This is an optimization exercise on Yosys and OpenROAD, whose aim is small area, not a production implementation.
Only simulation tests tie the RTL to the original design; equivalence was not proved.
Power is estimated from default activity; no workload was simulated.

## run 1
Design tracking_engine, start of the top module:
module tracking_engine #(
	parameter int NUM_LANES = 4
) (
	input  logic          clk,
	input  logic          rst_b,
	input  logic          i_start,
	output logic          o_te_running,
	output logic          o_te_ready,
	output logic          o_te_over,
	input  logic          i_fifo_ready,
	input  logic          i_fifo_last_data,
	input  logic          i_fifo_data_valid,
	input  te_core_pkg::te_sample_t    i_fifo_data,
	output logic          o_fifo_read,
	output logic          o_fifo_rewind,
	output logic          o_fifo_skip,
	input  logic          i_reg_cs,
	input  logic          i_rd,
	input  logic          i_wr,
	input  te_regmap_pkg::te_reg_addr_t  i_addr,
	input  te_regmap_pkg::te_word_t      i_wdata,
	output te_regmap_pkg::te_word_t      o_reg_rdata
);
	localparam int NCH = te_regmap_pkg::TE_NUM_CHANNELS;
	te_core_pkg::te_state_e       state;
	logic                         latch_enable;
	logic                         lane_clear;
	logic                         dump_next;
	logic                         cor_done;
	logic                         sample_en;
	te_core_pkg::te_sample_t      sample;
	logic                         any_enabled;
	logic                         find_done;
	logic                         all_done;
	te_regmap_pkg::te_chan_mask_t channel_enable;
	te_core_pkg::te_code_t        poly;
	te_core_pkg::te_code_t [NCH-1:0] seeds;
	te_regmap_pkg::te_chan_mask_t seed_valid;
	te_regmap_pkg::te_chan_mask_t serve;
	logic [NCH-1:0][1:0]          chan_lane;
	logic [NUM_LANES-1:0]         lane_load;
	te_core_pkg::te_code_t        lane_seed;
	te_core_pkg::te_acc_t [NUM_LANES-1:0] lane_acc;
	assign latch_enable = (state == te_core_pkg::IDLE) && i_fifo_ready;
	assign dump_next    = (state == te_core_pkg::CORRELATION) && cor_done;
	assign lane_clear   = (state == te_core_pkg::LOAD_LANES);
	assign sample_en    = i_fifo_data_valid && (state == te_core_pkg::CORRELATION);
	assign sample      = i_fifo_data & {8{sample_en}};
	te_sequencer u_sequencer (
		.clk              (clk),
		.rst_b            (rst_b),
  ...
Size in the first run: ~2200 cells after synthesis, about 93 I/O pins, about 25000 sq um of cells after synthesis.
Settings: LEC_CHECK=0, CAP_MARGIN=20, CORE_MARGIN=2, CORE_UTILIZATION=72, SLEW_MARGIN=20; clock period 10.0 ns.
standard.sh (not shown) runs the stock make flow with config.mk's settings and CLKGATE_MAP_FILE= SYNTH_SCRIPT=/design/flow/synth_recipe.tcl, a recipe that flattens the netlist after the stock synthesis.
==> flow/flow/run.sh <==
#!/bin/bash
# Layout flow: the standard ORFS flow (standard.sh) with three changes.
#  1. After the standard synthesis, the combinational cells are mapped again
#     for area by ABC (flow/remap.ys with each flow/remap_*.abc script).
#     Every register cell, with its name and type, and the full-adder cells are
#     kept as synthesis made them. flow/equiv.ys proves each new netlist
#     equivalent to the standard one (registers cut into ports by flow/cut.py); the smallest proven one is used (the
#     standard netlist if none is proven).
#  2. Clock tree: no dummy loads, sink clusters driven by clkbuf_8.
#  3. Port buffers: buf_1 cells.
# Each tool's full output goes to a log file here (synth.log, remap_*.log,
# equiv_*.log, layout.log) and to ORFS's own logs under orfs/logs.
set -euo pipefail
HERE=$(pwd)
RES=$HERE/orfs/results/sky130hd/tracking_engine/base
LIB=/OpenROAD-flow-scripts/flow/platforms/sky130hd/lib/sky130_fd_sc_hd__tt_025C_1v80.lib
export CTS_ARGS="-sink_clustering_enable -repair_clock_nets -dont_use_dummy_load -buf_list sky130_fd_sc_hd__clkbuf_8 -sink_clustering_size 16 -sink_clustering_max_diameter 50"
export BUFFER_PORTS_ARGS="-buffer_cell sky130_fd_sc_hd__buf_1"

bash standard.sh synth > synth.log 2>&1
cp $RES/1_2_yosys.v $HERE/standard_synth.v
python3 flow/cut.py $HERE/standard_synth.v $HERE/standard_cut.v

DONT_USE=$(make -s -C $FLOW_HOME DESIGN_CONFIG=$HERE/config.mk WORK_HOME=$HERE/orfs print-DONT_USE_CELLS 2>/dev/null | sed -n 's/^DONT_USE_CELLS: //p')
DU=""; for c in $DONT_USE; do DU="$DU -dont_use $c"; done
best=""; best_area=""
for s in flow/remap_*.abc; do
  n=$(basename $s .abc)
  sed -e "s|@IN@|$HERE/standard_synth.v|; s|@OUT@|$HERE/$n.v|; s|@SCRIPT@|$HERE/$s|; s|@DONTUSE@|$DU|; s|remap_stat.txt|${n}_stat.txt|" flow/remap.ys > ${n}_run.ys
  sed -e "s|@GOLD@|$HERE/standard_cut.v|; s|@GATE@|$HERE/${n}_cut.v|" flow/equiv.ys > equiv_${n}.ys
  if yosys -s ${n}_run.ys > $n.log 2>&1 && python3 flow/cut.py $HERE/$n.v $HERE/${n}_cut.v \
     && yosys -s equiv_${n}.ys > equiv_${n}.log 2>&1; then
    a=$(sed -n "s/.*Chip area for module .*: \([0-9.]*\)/\1/p" ${n}_stat.txt | head -1)
    echo "$n proven, area $a" >> netlist_choice.txt
    if [[ -z "$best" ]] || awk "BEGIN{exit !($a < $best_area)}"; then best=$n; best_area=$a; fi
  else
    echo "$n failed or not proven" >> netlist_choice.txt
  fi
done
if [[ -n "$best" ]]; then
  echo "using $best" >> netlist_choice.txt
  cp $HERE/$best.v $RES/1_2_yosys.v
else
  echo "using the standard netlist" >> netlist_choice.txt
fi
touch $RES/1_2_yosys.v
bash standard.sh "$@" > layout.log 2>&1
==> flow/flow/remap.ys <==
# Map the combinational logic of the standard synthesis again, for area.
# Register cells (and the full-adder and tie cells) are black boxes here, so they
# keep their names, types and connections.
read_liberty -ignore_miss_func /OpenROAD-flow-scripts/flow/platforms/sky130hd/lib/sky130_fd_sc_hd__tt_025C_1v80.lib
read_verilog @IN@
hierarchy -check -top tracking_engine
blackbox sky130_fd_sc_hd__df* sky130_fd_sc_hd__edf* sky130_fd_sc_hd__fa_* sky130_fd_sc_hd__conb_*
flatten
opt_clean -purge
abc -liberty /OpenROAD-flow-scripts/flow/platforms/sky130hd/lib/sky130_fd_sc_hd__tt_025C_1v80.lib @DONTUSE@ -script @SCRIPT@
opt_clean -purge
setundef -zero
hilomap -singleton -hicell sky130_fd_sc_hd__conb_1 HI -locell sky130_fd_sc_hd__conb_1 LO
splitnets
opt_clean -purge
rename -enumerate -pattern rm_%
insbuf -buf sky130_fd_sc_hd__buf_4 A X
rename -enumerate -pattern rb_%
tee -o remap_stat.txt stat -liberty /OpenROAD-flow-scripts/flow/platforms/sky130hd/lib/sky130_fd_sc_hd__tt_025C_1v80.lib
write_verilog -noattr -nohex -nodec @OUT@
Other scripts of this flow, unchanged in this note and not shown: flow/flow/cut.py, flow/flow/equiv.ys, flow/flow/remap_a.abc, flow/flow/remap_e.abc, flow/flow/remap_k.abc
#### Input delta (run 2 over run 1)
- CORE_UTILIZATION changed from 72 to 65
diff --git a/flow/flow/run.sh b/flow/flow/run.sh
--- a/flow/flow/run.sh
+++ b/flow/flow/run.sh
@@ -3,10 +3,10 @@
 #  1. After the standard synthesis, the combinational cells are mapped again
 #     for area by ABC (flow/remap.ys with each flow/remap_*.abc script).
-#     Every register cell, with its name and type, and the full-adder cells are
+#     Every register cell, with its name and type, and the adder cells are
 #     kept as synthesis made them. flow/equiv.ys proves each new netlist
 #     equivalent to the standard one (registers cut into ports by flow/cut.py); the smallest proven one is used (the
 #     standard netlist if none is proven).
 #  2. Clock tree: no dummy loads, sink clusters driven by clkbuf_8.
-#  3. Port buffers: buf_1 cells.
+#  3. Port buffers: buf_2 cells.
 # Each tool's full output goes to a log file here (synth.log, remap_*.log,
 # equiv_*.log, layout.log) and to ORFS's own logs under orfs/logs.
@@ -16,5 +16,5 @@
 LIB=/OpenROAD-flow-scripts/flow/platforms/sky130hd/lib/sky130_fd_sc_hd__tt_025C_1v80.lib
 export CTS_ARGS="-sink_clustering_enable -repair_clock_nets -dont_use_dummy_load -buf_list sky130_fd_sc_hd__clkbuf_8 -sink_clustering_size 16 -sink_clustering_max_diameter 50"
-export BUFFER_PORTS_ARGS="-buffer_cell sky130_fd_sc_hd__buf_1"
+export BUFFER_PORTS_ARGS="-buffer_cell sky130_fd_sc_hd__buf_2"
 
 bash standard.sh synth > synth.log 2>&1
diff --git a/flow/flow/remap.ys b/flow/flow/remap.ys
--- a/flow/flow/remap.ys
+++ b/flow/flow/remap.ys
@@ -1,9 +1,9 @@
 # Map the combinational logic of the standard synthesis again, for area.
-# Register cells (and the full-adder and tie cells) are black boxes here, so they
+# Register cells (and the adder and tie cells) are black boxes here, so they
 # keep their names, types and connections.
 read_liberty -ignore_miss_func /OpenROAD-flow-scripts/flow/platforms/sky130hd/lib/sky130_fd_sc_hd__tt_025C_1v80.lib
 read_verilog @IN@
 hierarchy -check -top tracking_engine
-blackbox sky130_fd_sc_hd__df* sky130_fd_sc_hd__edf* sky130_fd_sc_hd__fa_* sky130_fd_sc_hd__conb_*
+blackbox sky130_fd_sc_hd__df* sky130_fd_sc_hd__edf* sky130_fd_sc_hd__fa_* sky130_fd_sc_hd__ha_* sky130_fd_sc_hd__conb_*
 flatten
 opt_clean -purge
Results
The core of run 2 is less densely filled than that of run 1. Area growth from synthesis to layout (run 2 over run 1): increase, 0.66 points. Between run 2 and run 1, the setup slack is lower for run 2. Of run 2 and run 1, run 2 shows the lower portion of total power attributed to the clock network, with run 1 above it.
Modified inputs, run 3 compared to run 2
diff --git a/flow/flow/run.sh b/flow/flow/run.sh
--- a/flow/flow/run.sh
+++ b/flow/flow/run.sh
@@ -3,10 +3,10 @@
 #  1. After the standard synthesis, the combinational cells are mapped again
 #     for area by ABC (flow/remap.ys with each flow/remap_*.abc script).
-#     Every register cell, with its name and type, and the adder cells are
+#     Every register cell, with its name and type, and the full-adder cells are
 #     kept as synthesis made them. flow/equiv.ys proves each new netlist
 #     equivalent to the standard one (registers cut into ports by flow/cut.py); the smallest proven one is used (the
 #     standard netlist if none is proven).
 #  2. Clock tree: no dummy loads, sink clusters driven by clkbuf_8.
-#  3. Port buffers: buf_2 cells.
+#  3. Port buffers: buf_1 cells.
 # Each tool's full output goes to a log file here (synth.log, remap_*.log,
 # equiv_*.log, layout.log) and to ORFS's own logs under orfs/logs.
@@ -16,5 +16,5 @@
 LIB=/OpenROAD-flow-scripts/flow/platforms/sky130hd/lib/sky130_fd_sc_hd__tt_025C_1v80.lib
 export CTS_ARGS="-sink_clustering_enable -repair_clock_nets -dont_use_dummy_load -buf_list sky130_fd_sc_hd__clkbuf_8 -sink_clustering_size 16 -sink_clustering_max_diameter 50"
-export BUFFER_PORTS_ARGS="-buffer_cell sky130_fd_sc_hd__buf_2"
+export BUFFER_PORTS_ARGS="-buffer_cell sky130_fd_sc_hd__buf_1"
 
 bash standard.sh synth > synth.log 2>&1
diff --git a/flow/flow/remap.ys b/flow/flow/remap.ys
--- a/flow/flow/remap.ys
+++ b/flow/flow/remap.ys
@@ -1,9 +1,9 @@
 # Map the combinational logic of the standard synthesis again, for area.
-# Register cells (and the adder and tie cells) are black boxes here, so they
+# Register cells (and the full-adder and tie cells) are black boxes here, so they
 # keep their names, types and connections.
 read_liberty -ignore_miss_func /OpenROAD-flow-scripts/flow/platforms/sky130hd/lib/sky130_fd_sc_hd__tt_025C_1v80.lib
 read_verilog @IN@
 hierarchy -check -top tracking_engine
-blackbox sky130_fd_sc_hd__df* sky130_fd_sc_hd__edf* sky130_fd_sc_hd__fa_* sky130_fd_sc_hd__ha_* sky130_fd_sc_hd__conb_*
+blackbox sky130_fd_sc_hd__df* sky130_fd_sc_hd__edf* sky130_fd_sc_hd__fa_* sky130_fd_sc_hd__conb_*
 flatten
 opt_clean -purge
==> comparison <==
- Run 3 — cell area about 1.5% lower, run 2 as reference
- Run 3 gives less CTS buffer count than run 2 did.
- Delta (run 3 minus run 2): synthesized area decreased by about 1.4% relative to the old numbers, mean area per synthesized cell closely matched the old numbers, area overhead of the layout relative to synthesis closely matched the old numbers, routed wire length increased by about 4.3% relative to the old numbers.
- On non-clock buffer contribution to total cell area, run 2 and run 3 are neck and neck.
- Looking at final setup slack of the worst path, run 3 sits 0.67 ns higher than run 2 does.

## what the ideal ports hide
The results above use ideal ports. As a check the final layouts listed here were re-extracted and re-timed, cells and wires unchanged. Step 1, drivers: a clkbuf_16 drives clk and a buf_2 each remaining input, both assumed. Step 2 also shifts input and output timing later by t, the mid clock arrival at the registers, as if the neighbouring blocks saw the same clock. Slacks: no drivers / after step 1 / after step 2; pairs: no drivers / after step 1.
| run | t, ns | setup slack, ns | worst hold slack (ns) | slew at the worst register clock pin (ns) | pins driven straight from the clock port |
|---|---|---|---|---|---|
| run 1 | 0.708 | 2.690 / 2.690 / 2.690 | 0.331 / 0.331 / 0.331 | 0.11 / 0.11 | 1 |
| run 2 | 0.711 | 1.969 / 1.969 / 1.969 | 0.332 / 0.332 / 0.332 | 0.11 / 0.11 | 1 |
| run 3 | 0.703 | 2.643 / 2.643 / 2.643 | 0.328 / 0.328 / 0.328 | 0.11 / 0.11 | 1 |
After both steps setup and hold are still met in every run listed.
